From an optimization exercise on the open Yosys and OpenROAD flow, aimed at small area, a short achievable clock period and few clock cycles per item; shortcuts taken in it are not production practice. At most, simulation tests tie the RTL to the original design; equivalence was not proved.

Setup of job 943:
Design idct_8x8, start of the top module:
module idct_8x8 #(
    parameter int DATA_W      = 16,
    parameter int COEF_FRAC   = 14,
    parameter int LEVEL_SHIFT = 0
) (
    input  logic              clk,
    input  logic              rst_n,
    input  logic              in_valid,
    output logic              in_ready,
    input  logic [DATA_W-1:0] in_data,
    output logic              out_valid,
    input  logic              out_ready,
    output logic [7:0]        out_data,
    output logic              busy,
    output logic              block_done
);
    function automatic logic [5:0] tr6(input logic [5:0] a);
        tr6 = {a[2:0], a[5:3]};
    endfunction
    function automatic logic [7:0] tr8(input logic [7:0] a);
        tr8 = {a[7:6], a[2:0], a[5:3]};
    endfunction
    logic [15:0] r_fh, r_ft;
    logic        r_fhv, r_ftv;
    logic        w_in_hs, w_f_pop;
    logic [2:0]  r_ru_k;
    assign in_ready = ~r_ftv;
    assign w_in_hs  = in_valid & ~r_ftv;
  ...
Size in the first run: roughly 13000 cells after synthesis, ~32 I/O pins.
export LEC_CHECK = 0
export CAP_MARGIN = 20
export CORE_MARGIN = 2
export CORE_UTILIZATION = 55
export SLEW_MARGIN = 20
create_clock -name core_clock -period 12.0 [get_ports {clk}]
standard.sh (not shown) runs the stock make flow with config.mk's settings and CLKGATE_MAP_FILE= SYNTH_SCRIPT=/design/flow/synth_recipe.tcl, a recipe that flattens the netlist after the stock synthesis.
==> flow/flow/run.sh <==
#!/bin/bash
# Standard ORFS layout at the design's clock and constraints; the timing
# repair after CTS and after global routing is asked to keep extra setup
# slack so that the achieved period shrinks. Tool output goes to flow.log.
set -euo pipefail
bash standard.sh SETUP_SLACK_MARGIN=6.8 finish > flow.log 2>&1
Testbench counts of job 943, summed over its fixed seeds: cycles 5,096, items 64.
[inputs] job 4833 vs job 943
diff --git a/flow/flow/run.sh b/flow/flow/run.sh
--- a/flow/flow/run.sh
+++ b/flow/flow/run.sh
@@ -5,2 +5,2 @@
 set -euo pipefail
-bash standard.sh SETUP_SLACK_MARGIN=6.8 finish > flow.log 2>&1
+bash standard.sh SETUP_SLACK_MARGIN=6.5 finish > flow.log 2>&1
diff --git a/flow/config.mk b/flow/config.mk
--- a/flow/config.mk
+++ b/flow/config.mk
@@ -9,3 +9,3 @@
 export CORE_MARGIN = 2
-export CORE_UTILIZATION = 55
+export CORE_UTILIZATION = 40
 export SLEW_MARGIN = 20
Results
- Relative to job 943, hold slack has increased by 6.1 ps in job 4833.
- Job 4833: worst setup slack 140 ps below job 943
- Count of unresolved DRC violations after routing came out exactly the same in job 4833 and job 943.
- Compared with job 943, in job 4833 number of vias per cell after detailed routing has decreased; peak per-stage delay on the critical path has increased.
- The flow did not stop early for job 4833: all stages ran, and the layout cleared the timing, DRC and antenna checks.
- The final layout from job 943, which completed every stage, passed the timing, DRC and antenna checks at the end of the flow.

* * *

idct_8x8, a different RTL version from the one above (not shown whole).
Size in the first run: ~12000 cells after synthesis, ~2800 flip-flops, about 32 I/O pins, about 130000 sq um of cells after synthesis.
==> flow/design.v (excerpt) <==
module idct_8x8 #(
    parameter int DATA_W      = 16,
    parameter int COEF_FRAC   = 14,
    parameter int LEVEL_SHIFT = 0
) (
    input  logic              clk,
    input  logic              rst_n,
    input  logic              in_valid,
    output logic              in_ready,
    input  logic [DATA_W-1:0] in_data,
    output logic              out_valid,
    input  logic              out_ready,
    output logic [7:0]        out_data,
    output logic              busy,
    output logic              block_done
);
clock: 12.0 ns
lec_check: 0
cap_margin: 20
core_margin: 2
core_utilization: 60
cts_cluster_diameter: 100
cts_cluster_size: 20
slew_margin: 20
==> flow/flow/run.sh <==
#!/bin/bash
# Standard ORFS layout at the design's clock and constraints; the timing
# repair after CTS and after global routing is asked to keep extra setup
# slack so that the achieved period shrinks. Tool output goes to flow.log.
set -euo pipefail
bash standard.sh SETUP_SLACK_MARGIN=7.0 finish > flow.log 2>&1
The first run passed the timing, DRC and antenna checks.
Rerun with:
--- a/flow/flow/run.sh
+++ b/flow/flow/run.sh
@@ -5,2 +5,2 @@
 set -euo pipefail
-bash standard.sh SETUP_SLACK_MARGIN=7.0 finish > flow.log 2>&1
+bash standard.sh SETUP_SLACK_MARGIN=6.8 finish > flow.log 2>&1
- CORE_UTILIZATION: 60 -> 55
- routed wire length came out higher by about 1.5%
- via count shrinks by 0.87%
- flip-flop and latch count stays the same
- count of clock-buffer cells in the layout fell by 4
- synthesized area stays the same
- maximum frequency went down by about 0.8%
- critical path depth is unchanged
- sequential share of layout area rises by 0.15 points
Function was not checked in any run of this note: the RTL went through the layout flow alone.

* * *

Another version of the RTL of idct_8x8 (not shown whole).
Size in the first run: ~2,700 flip-flops, about 32 I/O pins.
==> flow/config.mk <==
export PLATFORM = sky130hd
export DESIGN_NAME = idct_8x8
export DESIGN_NICKNAME = idct_8x8
export VERILOG_FILES = /design/flow/design.v
export SDC_FILE = /design/flow/constraint.sdc
export NUM_CORES = 4
export LEC_CHECK = 0
export CAP_MARGIN = 20
export CORE_MARGIN = 2
export CORE_UTILIZATION = 50
export CTS_BUF_LIST = sky130_fd_sc_hd__clkbuf_8
export CTS_CLUSTER_DIAMETER = 80
export CTS_CLUSTER_SIZE = 15
export SLEW_MARGIN = 20
==> flow/constraint.sdc <==
create_clock -name core_clock -period 12.0 [get_ports {clk}]
set_input_delay 2.4000 -clock core_clock [delete_from_list [all_inputs] [get_ports {clk}]]
set_output_delay 2.4000 -clock core_clock [all_outputs]
set_load 0.01 [all_outputs]
==> flow/flow/run.sh <==
#!/bin/bash
# Standard ORFS layout at the design's clock and constraints; the timing
# repair after CTS and after global routing is asked to keep extra setup
# slack so that the achieved period shrinks. Tool output goes to flow.log.
set -euo pipefail
bash standard.sh SETUP_SLACK_MARGIN=6.8 finish > flow.log 2>&1
The baseline passed the timing, DRC and antenna checks.
Testbench counts at the start, summed over its fixed seeds: cycles 5,096, items 64.
Next try:
--- a/flow/config.mk
+++ b/flow/config.mk
@@ -9,6 +9,5 @@
 export CORE_MARGIN = 2
-export CORE_UTILIZATION = 50
-export CTS_BUF_LIST = sky130_fd_sc_hd__clkbuf_8
-export CTS_CLUSTER_DIAMETER = 80
-export CTS_CLUSTER_SIZE = 15
+export CORE_UTILIZATION = 55
+export CTS_CLUSTER_DIAMETER = 100
+export CTS_CLUSTER_SIZE = 20
 export SLEW_MARGIN = 20
=>
- first-iteration DRC count drops by 1.1%
- flip-flop and latch count stays the same
- non-clock buffer count drops by 2
- hold slack gains 0.026 ns
- global-route usage climbs by 2.4 points
- die area drops by 9.0%

-- what the ideal ports hide --
How much do the figures lean on ideal ports? The routed layouts below were timed once more, with nothing changed but the port constraints. Step 1 assumes that a clkbuf_16 drives the clock port and a buf_2 every other input. Step 2 moves the port delays by t, midway between the first and last clock arrival at a register: inputs arrive t later, outputs are due t later. That takes back most of the time a late clock gives input paths. Slacks: ideal / step 1 / step 2; pairs: ideal / step 1.
run | t (ns) | slack for setup (ns) | worst setup path after step 2
job 943 | 1.004 | 6.817 / 6.794 / 6.261 | input to register
job 4833 | 0.963 | 6.674 / 6.674 / 6.313 | input to register
the first run of note 2 | 0.932 | 6.869 / 6.839 / 6.239 | input to register
the second run of note 2 | 0.917 | 6.830 / 6.810 / 6.156 | input to register
the first run of note 3 | 1.109 | 6.820 / 6.798 / 6.319 | input to register
the second run of note 3 | 0.944 | 6.845 / 6.822 / 6.342 | input to register
After both steps every run listed still meets setup and hold. For the second run of note 2, which loses most, drivers alone change the setup slack by -0.020 ns; drivers and shift together by -0.674 ns.
